Context: an optimization exercise on an open-source flow, tuned for small area, a short achievable clock period and few clock cycles per item. The choices shown serve that exercise and are no tape-out recipe.
At most, simulation tests tie the RTL to the original design; equivalence was not proved.
Power is estimated from default activity; no workload was simulated.

==> trial 94 <==
==> flow/design.v <==
module line_mem_engine #(
    parameter int WORDS_PER_LINE = 16,
    parameter int LINE_BITS      = 32 * WORDS_PER_LINE
) (
    input  logic                 clk,
    input  logic                 rst,
    input  logic                 req_valid,
    output logic                 req_ready,
    input  logic                 req_wr,
    input  logic [31:0]          req_addr,
    input  logic [LINE_BITS-1:0] req_wdata,
    output logic                 resp_valid,
    output logic [LINE_BITS-1:0] resp_rdata,
    output logic                 mem_valid,
    input  logic                 mem_ready,
    output logic                 mem_we,
    output logic [31:0]          mem_addr,
    output logic [31:0]          mem_wdata,
    input  logic                 mem_rvalid,
    input  logic [31:0]          mem_rdata,
    output logic                 err
);
    localparam int BUF_BITS = LINE_BITS - 32;
    logic        rdy_q;      
    logic        busy_q;     
    logic        val_q;      
    logic        resp_q;
    logic        err_q;
    logic        pend_q;     
    logic [3:0]  cnt_q;      
    logic [4:0]  out_q;      
    logic        bld_q, bsh_q, bhd_q;
    logic        m_free_q;   
    logic        m_wacc_q;   
    logic        m_wlast_q;  
    logic        m_wb0_q;    
    logic        m_wb1_q;    
    logic        we_q;
    logic [25:0] base_q;
    logic [31:0]         wd_q;
    logic [31:0]         rd_q;
    logic [BUF_BITS-1:0] buf_q;
    logic xfer, rd_ok, beat, idle, last_cmd, wfin, last_beat, fin;
    logic rdy_n, val_n, we_n, pend_n, wcmd_n;
    logic [3:0] cnt_n;
    assign xfer      = val_q & mem_ready;
    assign rd_ok     = (out_q != 5'd0);
    assign beat      = mem_rvalid & rd_ok;
    assign idle      = rdy_q & ~val_q;
    assign last_cmd  = (cnt_q == 4'd15);
    assign wfin      = xfer & we_q & last_cmd;
    assign last_beat = beat & ~val_q & (out_q == 5'd1);
    assign fin       = wfin | last_beat;
    assign rdy_n  = fin | (rdy_q & ~req_valid);
    assign val_n  = (fin & req_valid) | (idle & req_valid) | (val_q & ~(xfer & last_cmd));
    assign we_n   = (idle | fin) ? req_wr : we_q;
    assign cnt_n  = cnt_q + {3'd0, xfer};
    assign pend_n = we_q ? xfer : beat;
    assign wcmd_n = val_n & we_n;
    always_ff @(posedge clk or negedge rst) begin
        if (!rst) begin
            rdy_q     <= 1'b1;
            busy_q    <= 1'b0;
            val_q     <= 1'b0;
            resp_q    <= 1'b0;
            err_q     <= 1'b0;
            pend_q    <= 1'b0;
            cnt_q     <= 4'd0;
            out_q     <= 5'd0;
            bld_q     <= 1'b1;
            bsh_q     <= 1'b0;
            bhd_q     <= 1'b0;
            m_free_q  <= 1'b1;
            m_wacc_q  <= 1'b0;
            m_wlast_q <= 1'b0;
            m_wb0_q   <= 1'b0;
            m_wb1_q   <= 1'b0;
        end else begin
            rdy_q     <= rdy_n;
            busy_q    <= ~rdy_n;
            val_q     <= val_n;
            resp_q    <= fin;
            cnt_q     <= cnt_n;
            if (xfer && !we_q && !beat)
                out_q <= out_q + 5'd1;
            else if (!(xfer && !we_q) && beat)
                out_q <= out_q - 5'd1;
            if (mem_rvalid && !rd_ok) err_q <= 1'b1;
            pend_q    <= pend_n;
            bld_q     <= rdy_n;
            bsh_q     <= ~rdy_n & pend_n;
            bhd_q     <= ~rdy_n & ~pend_n;
            m_free_q  <= ~wcmd_n;
            m_wacc_q  <= wcmd_n & rdy_n;
            m_wlast_q <= wcmd_n & ~rdy_n & (cnt_n == 4'd15);
            m_wb0_q   <= wcmd_n & ~rdy_n & (cnt_n != 4'd15) & ~pend_n;
            m_wb1_q   <= wcmd_n & ~rdy_n & (cnt_n != 4'd15) & pend_n;
        end
    end
    always_ff @(posedge clk) begin
        if (idle || fin) begin
            we_q   <= req_wr;
            base_q <= req_addr[31:6];
        end
    end
    logic s_w0, s_w1, s_b0, s_b1, s_hd;
    assign s_w0 = m_free_q | (m_wlast_q & mem_ready);
    assign s_w1 = m_wacc_q & mem_ready;
    assign s_b0 = m_wb0_q & mem_ready;
    assign s_b1 = m_wb1_q & mem_ready;
    assign s_hd = ~m_free_q & ~mem_ready;
    always_ff @(posedge clk) begin
        wd_q <= ({32{s_w0}} & req_wdata[31:0])
              | ({32{s_w1}} & req_wdata[63:32])
              | ({32{s_b0}} & buf_q[31:0])
              | ({32{s_b1}} & buf_q[63:32])
              | ({32{s_hd}} & wd_q);
    end
    always_ff @(posedge clk) begin
        rd_q <= mem_rdata;
    end
    always_ff @(posedge clk) begin
        buf_q <= ({BUF_BITS{bld_q}} & req_wdata[LINE_BITS-1:32])
               | ({BUF_BITS{bsh_q}} & {rd_q, buf_q[BUF_BITS-1:32]})
               | ({BUF_BITS{bhd_q}} & buf_q);
    end
    assign req_ready  = ~busy_q;
    assign resp_valid = resp_q;
    assign resp_rdata = {rd_q, buf_q};
    assign mem_valid  = val_q;
    assign mem_we     = we_q;
    assign mem_addr   = {base_q, cnt_q, 2'b00};
    assign mem_wdata  = wd_q;
    assign err        = err_q;
endmodule
==> flow/flow/run.sh <==
#!/bin/bash
# Standard ORFS layout, but with the smallest buffer on every input and
# output port instead of the default port-buffer cell.
set -euo pipefail
export BUFFER_PORTS_ARGS="-buffer_cell sky130_fd_sc_hd__buf_1"
bash standard.sh > standard_flow.log 2>&1
==> flow/standard.sh <==
#!/bin/bash
# synth_recipe.tcl (not shown) runs the flow's synth.tcl, then flattens the netlist and writes it again
# the make line also repeats each setting of config.mk as NAME=value (left out here)
make -C /OpenROAD-flow-scripts/flow DESIGN_CONFIG=/design/flow/config.mk WORK_HOME=/design/flow/orfs CLKGATE_MAP_FILE= SYNTH_SCRIPT=/design/flow/synth_recipe.tcl "${@:-finish}"
==> flow/config.mk <==
export PLATFORM = sky130hd
export DESIGN_NAME = line_mem_engine
export DESIGN_NICKNAME = line_mem_engine
export VERILOG_FILES = /design/flow/design.v
export SDC_FILE = /design/flow/constraint.sdc
export NUM_CORES = 4
export LEC_CHECK = 0
export ABC_AREA = 1
export CAP_MARGIN = 20
export CORE_AREA = 6 6 254 254
export DIE_AREA = 0 0 260 260
export SETUP_SLACK_MARGIN = 3
export SLEW_MARGIN = 20
==> flow/constraint.sdc <==
create_clock -name core_clock -period 5.5 [get_ports {clk}]
set_input_delay 1.1000 -clock core_clock [delete_from_list [all_inputs] [get_ports {clk}]]
set_output_delay 1.1000 -clock core_clock [all_outputs]
set_load 0.01 [all_outputs]
==> inputs of trial 81, as changes to trial 94 <==
--- a/flow/design.v
+++ b/flow/design.v
@@ -31,2 +31,3 @@
     logic [4:0]  out_q;      
+    logic        rdok_q;     
     logic        bld_q, bsh_q, bhd_q;
@@ -44,5 +45,6 @@
     logic rdy_n, val_n, we_n, pend_n, wcmd_n;
+    logic [4:0] out_n;
     logic [3:0] cnt_n;
     assign xfer      = val_q & mem_ready;
-    assign rd_ok     = (out_q != 5'd0);
+    assign rd_ok     = rdok_q;
     assign beat      = mem_rvalid & rd_ok;
@@ -59,2 +61,9 @@
     assign wcmd_n = val_n & we_n;
+    always_comb begin
+        out_n = out_q;
+        if (xfer && !we_q && !beat)
+            out_n = out_q + 5'd1;
+        else if (!(xfer && !we_q) && beat)
+            out_n = out_q - 5'd1;
+    end
     always_ff @(posedge clk or negedge rst) begin
@@ -69,2 +78,3 @@
             out_q     <= 5'd0;
+            rdok_q    <= 1'b0;
             bld_q     <= 1'b1;
@@ -83,6 +93,4 @@
             cnt_q     <= cnt_n;
-            if (xfer && !we_q && !beat)
-                out_q <= out_q + 5'd1;
-            else if (!(xfer && !we_q) && beat)
-                out_q <= out_q - 5'd1;
+            out_q     <= out_n;
+            rdok_q    <= (out_n != 5'd0);
             if (mem_rvalid && !rd_ok) err_q <= 1'b1;
==> flow/flow/run.sh (replaced) <==
#!/bin/bash
# Standard ORFS layout with two changes: the smallest buffer on every input
# and output port instead of the default port-buffer cell, and a pin plan
# (flow/io.tcl) applied before the standard pin placement.
set -euo pipefail
export BUFFER_PORTS_ARGS="-buffer_cell sky130_fd_sc_hd__buf_1"
export PRE_IO_PLACEMENT_TCL="$(pwd)/flow/io.tcl"
bash standard.sh > standard_flow.log 2>&1
==> flow/flow/io.tcl (new file) <==
# Pin plan. The memory-port pins, the control pins, word 0 of req_wdata and
# word 15 of resp_rdata sit together in the middle of the bottom edge, next
# to the logic that answers mem_ready and mem_rvalid within the cycle. The
# rest of each of the 32 bit columns of the line buffer gets its pins side
# by side in shift order (word 15 down to word 1 of req_wdata, paired with
# the resp_rdata bit of the buffer word it loads), two columns on the
# bottom edge and ten on each of the others.
set ctl {req_valid req_ready req_wr resp_valid mem_valid mem_ready mem_we mem_rvalid err rst clk}
for {set b 6} {$b < 32} {incr b} { lappend ctl "req_addr\[$b\]" }
for {set b 0} {$b < 32} {incr b} { lappend ctl "mem_addr\[$b\]" }
set half [expr {[llength $ctl] / 2}]
set mid {}
for {set c 0} {$c < 16} {incr c} {
  set k [expr {480 + $c}]
  lappend mid "mem_rdata\[$c\]" "resp_rdata\[$k\]" "req_wdata\[$c\]" "mem_wdata\[$c\]"
}
set mid [concat $mid $ctl]
for {set c 16} {$c < 32} {incr c} {
  set k [expr {480 + $c}]
  lappend mid "mem_rdata\[$c\]" "resp_rdata\[$k\]" "req_wdata\[$c\]" "mem_wdata\[$c\]"
}
set_io_pin_constraint -pin_names $mid -region bottom:* -group -order

proc column_pins {c} {
  set pins {}
  for {set m 14} {$m >= 0} {incr m -1} {
    set k [expr {32 * ($m + 1) + $c}]
    set r [expr {32 * $m + $c}]
    lappend pins "req_wdata\[$k\]" "resp_rdata\[$r\]"
  }
  return $pins
}
set sides {bottom right top left}
set first {0 2 12 22}
set count {2 10 10 10}
for {set s 0} {$s < 4} {incr s} {
  set pins {}
  for {set i 0} {$i < [lindex $count $s]} {incr i} {
    set pins [concat $pins [column_pins [expr {[lindex $first $s] + $i}]]]
  }
  set_io_pin_constraint -pin_names $pins -region [lindex $sides $s]:* -group -order
}
Settings changed: CORE_AREA 6 6 254 254 to 6 6 414 414, CTS_CLUSTER_DIAMETER set to 100, CTS_CLUSTER_SIZE set to 22, DIE_AREA 0 0 260 260 to 0 0 420 420.
==> inputs of build 57, as changes to trial 94 <==
==> flow/design.v (replaced) <==
module line_mem_engine #(
    parameter int WORDS_PER_LINE = 16,
    parameter int LINE_BITS      = 32 * WORDS_PER_LINE
) (
    input  logic                 clk,
    input  logic                 rst,
    input  logic                 req_valid,
    output logic                 req_ready,
    input  logic                 req_wr,
    input  logic [31:0]          req_addr,
    input  logic [LINE_BITS-1:0] req_wdata,
    output logic                 resp_valid,
    output logic [LINE_BITS-1:0] resp_rdata,
    output logic                 mem_valid,
    input  logic                 mem_ready,
    output logic                 mem_we,
    output logic [31:0]          mem_addr,
    output logic [31:0]          mem_wdata,
    input  logic                 mem_rvalid,
    input  logic [31:0]          mem_rdata,
    output logic                 err
);
    logic        rdy_q;      
    logic        busy_q;     
    logic        val_q;      
    logic        resp_q;
    logic        err_q;
    logic [3:0]  cnt_q;      
    logic [4:0]  out_q;      
    logic        rdok_q;     
    logic        m_idle_q;   
    logic        m_wlast_q;  
    logic        m_wb_q;     
    logic        m_rd_q;     
    logic        we_q;
    logic [25:0] base_q;
    logic [LINE_BITS-1:0] line_q;
    logic xfer, rd_ok, beat, idle, last_cmd, wfin, last_beat, fin, pre;
    logic rdy_n, val_n, we_n, idle_n;
    logic [4:0] out_n;
    logic [3:0] cnt_n;
    assign xfer      = val_q & mem_ready;
    assign rd_ok     = rdok_q;
    assign beat      = mem_rvalid & rd_ok;
    assign idle      = rdy_q & ~val_q;
    assign last_cmd  = (cnt_q == 4'd15);
    assign wfin      = xfer & we_q & last_cmd;
    assign last_beat = beat & ~val_q & (out_q == 5'd1);
    assign fin       = wfin | last_beat;
    assign pre       = req_valid & (wfin | (last_beat & ~req_wr));
    assign rdy_n  = fin | (rdy_q & ~req_valid);
    assign val_n  = pre | (idle & req_valid) | (val_q & ~(xfer & last_cmd));
    assign we_n   = (idle | fin) ? req_wr : we_q;
    assign cnt_n  = cnt_q + {3'd0, xfer};
    assign idle_n = rdy_n & ~val_n;
    always_comb begin
        out_n = out_q;
        if (xfer && !we_q && !beat)
            out_n = out_q + 5'd1;
        else if (!(xfer && !we_q) && beat)
            out_n = out_q - 5'd1;
    end
    always_ff @(posedge clk or negedge rst) begin
        if (!rst) begin
            rdy_q     <= 1'b1;
            busy_q    <= 1'b0;
            val_q     <= 1'b0;
            resp_q    <= 1'b0;
            err_q     <= 1'b0;
            cnt_q     <= 4'd0;
            out_q     <= 5'd0;
            rdok_q    <= 1'b0;
            m_idle_q  <= 1'b1;
            m_wlast_q <= 1'b0;
            m_wb_q    <= 1'b0;
            m_rd_q    <= 1'b0;
        end else begin
            rdy_q     <= rdy_n;
            busy_q    <= ~rdy_n;
            val_q     <= val_n;
            resp_q    <= fin;
            cnt_q     <= cnt_n;
            out_q     <= out_n;
            rdok_q    <= (out_n != 5'd0);
            if (mem_rvalid && !rd_ok) err_q <= 1'b1;
            m_idle_q  <= idle_n;
            m_wlast_q <= ~idle_n & we_n & (cnt_n == 4'd15);
            m_wb_q    <= ~idle_n & we_n & (cnt_n != 4'd15);
            m_rd_q    <= ~idle_n & ~we_n;
        end
    end
    always_ff @(posedge clk) begin
        if (idle || fin) begin
            we_q   <= req_wr;
            base_q <= req_addr[31:6];
        end
    end
    logic s_ld, s_sh, s_hd;
    assign s_ld = m_idle_q | (m_wlast_q & mem_ready);
    assign s_sh = (m_wb_q & mem_ready) | (m_rd_q & mem_rvalid & rd_ok);
    assign s_hd = ~s_ld & ~s_sh;
    always_ff @(posedge clk) begin
        line_q <= ({LINE_BITS{s_ld}} & req_wdata)
                | ({LINE_BITS{s_sh}} & {mem_rdata, line_q[LINE_BITS-1:32]})
                | ({LINE_BITS{s_hd}} & line_q);
    end
    assign req_ready  = ~busy_q;
    assign resp_valid = resp_q;
    assign resp_rdata = line_q;
    assign mem_valid  = val_q;
    assign mem_we     = we_q;
    assign mem_addr   = {base_q, cnt_q, 2'b00};
    assign mem_wdata  = line_q[31:0];
    assign err        = err_q;
endmodule
==> flow/flow/run.sh (replaced) <==
#!/bin/bash
# Standard ORFS layout with two changes: the smallest buffer on every input
# and output port instead of the default port-buffer cell, and the data
# pins of each bit column of the line register placed side by side, in
# shift order (flow/io.tcl), before the standard pin placement.
set -euo pipefail
export BUFFER_PORTS_ARGS="-buffer_cell sky130_fd_sc_hd__buf_1"
export PRE_IO_PLACEMENT_TCL="$(pwd)/flow/io.tcl"
bash standard.sh > standard_flow.log 2>&1
==> flow/flow/io.tcl (new file) <==
# Pin order: each of the 32 bit columns of the line shift register gets
# its pins side by side, in shift order: mem_rdata[c], then for words 15
# down to 0 the word's req_wdata and resp_rdata bits, then mem_wdata[c].
# Eight columns go on each edge; the other pins are placed freely.
set edges {bottom right top left}
for {set e 0} {$e < 4} {incr e} {
  set pins {}
  for {set c [expr {$e * 8}]} {$c < [expr {$e * 8 + 8}]} {incr c} {
    lappend pins "mem_rdata\[$c\]"
    for {set j 15} {$j >= 0} {incr j -1} {
      set k [expr {32 * $j + $c}]
      lappend pins "req_wdata\[$k\]" "resp_rdata\[$k\]"
    }
    lappend pins "mem_wdata\[$c\]"
  }
  set_io_pin_constraint -pin_names $pins -region [lindex $edges $e]:* -group -order
}
Settings changed: CORE_AREA 6 6 254 254 to 6 6 414 414, CTS_CLUSTER_DIAMETER set to 100, CTS_CLUSTER_SIZE set to 22, DIE_AREA 0 0 260 260 to 0 0 420 420.
==> results.txt <==
Outcome: trial 94 did not finish; trial 81 no timing/DRC/antenna violations; build 57 no timing/DRC/antenna violations
Failing step: trial 94 I/O pin placement; trial 81 -; build 57 -
Clock net sink count: trial 94 -; trial 81 593; build 57 558
Busiest layer in global routing: trial 94 -; trial 81 met2; build 57 met2
Switching share of power: trial 94 -; trial 81 42.2%; build 57 41.8%
Peak VDD IR: trial 94 -; trial 81 304 uV; build 57 343 uV
Dominant power group: trial 94 -; trial 81 registers; build 57 registers
Number of filler instances in the final layout: trial 94 -; trial 81 18800; build 57 18800
Internal power contribution: trial 94 -; trial 81 8.91 mW; build 57 9.35 mW
Detail Route met3 WL: trial 94 -; trial 81 8.68 mm; build 57 5.38 mm
GP Congestion: trial 94 -; trial 81 0.887; build 57 0.775
Tightest Hold Check Type: trial 94 -; trial 81 input port to async pin; build 57 input port to async pin
Number of nets at the end of the flow: trial 94 -; trial 81 4576; build 57 4024
Core footprint: trial 94 -; trial 81 0.165 sq mm; build 57 0.165 sq mm
Proportion of register bits with asynchronous set or reset after synthesis: trial 94 3.55%; trial 81 3.71%; build 57 3.41%
Setup TNS Final: trial 94 -; trial 81 0 ns; build 57 0 ns
TritonCTS clock tree: trial 94 -; trial 81 built; build 57 built
Final setup skew: trial 94 -; trial 81 0.0293 ns; build 57 0.0181 ns
Post-synthesis xor/xnor area fraction: trial 94 0.278%; trial 81 0.159%; build 57 0.0839%
Final Hold Violating Endpoints: trial 94 -; trial 81 0; build 57 0
Count of distinct cell types in the synthesized netlist: trial 94 30; trial 81 28; build 57 26
Total power draw: trial 94 -; trial 81 15.4 mW; build 57 16.1 mW
Met1 Routed Length: trial 94 -; trial 81 46.3 mm; build 57 27.5 mm
Post-Route WL: trial 94 -; trial 81 114 mm; build 57 68.5 mm
Number of primary I/O pins: trial 94 -; trial 81 1163; build 57 1163
Via density per instance: trial 94 -; trial 81 3.74; build 57 3.66
Required time of the worst setup path: trial 94 -; trial 81 4.40 ns; build 57 6.03 ns
Testbench counts of build 57, summed over its fixed seeds: cycles 37,500, items 1,600.
For trial 94 and trial 81, only the layout was checked, not whether the RTL still works.

## static timing again, ports no longer ideal
The results above use ideal ports. As a check the final layouts listed here were re-extracted and re-timed, cells and wires unchanged. Step 1: set_driving_cell puts a clkbuf_16 on clk and a buf_2 on each other input, an assumption about the parent block. Step 2 moves the port delays by t, midway between the first and last clock arrival at a register: inputs arrive t later, outputs are due t later. That takes back most of the time a late clock gives input paths. a / b / c = ideal ports / drivers / drivers and shift; a / b = the first two.
run | t, ns | slack for setup (ns) | clock arrival spread, ns | worst data-port slew with drivers (ns) | pins driven straight from the clock port
trial 81 | 0.663 | 3.065 / 3.002 / 2.662 | 0.032 / 0.033 | 0.37 | 1
build 57 | 0.705 | 3.017 / 3.034 / 2.329 | 0.020 / 0.020 | 0.07 | 1
After both steps setup and hold are still met in every run listed. For build 57, which loses most, drivers alone change the setup slack by +0.017 ns; drivers and shift together by -0.688 ns.
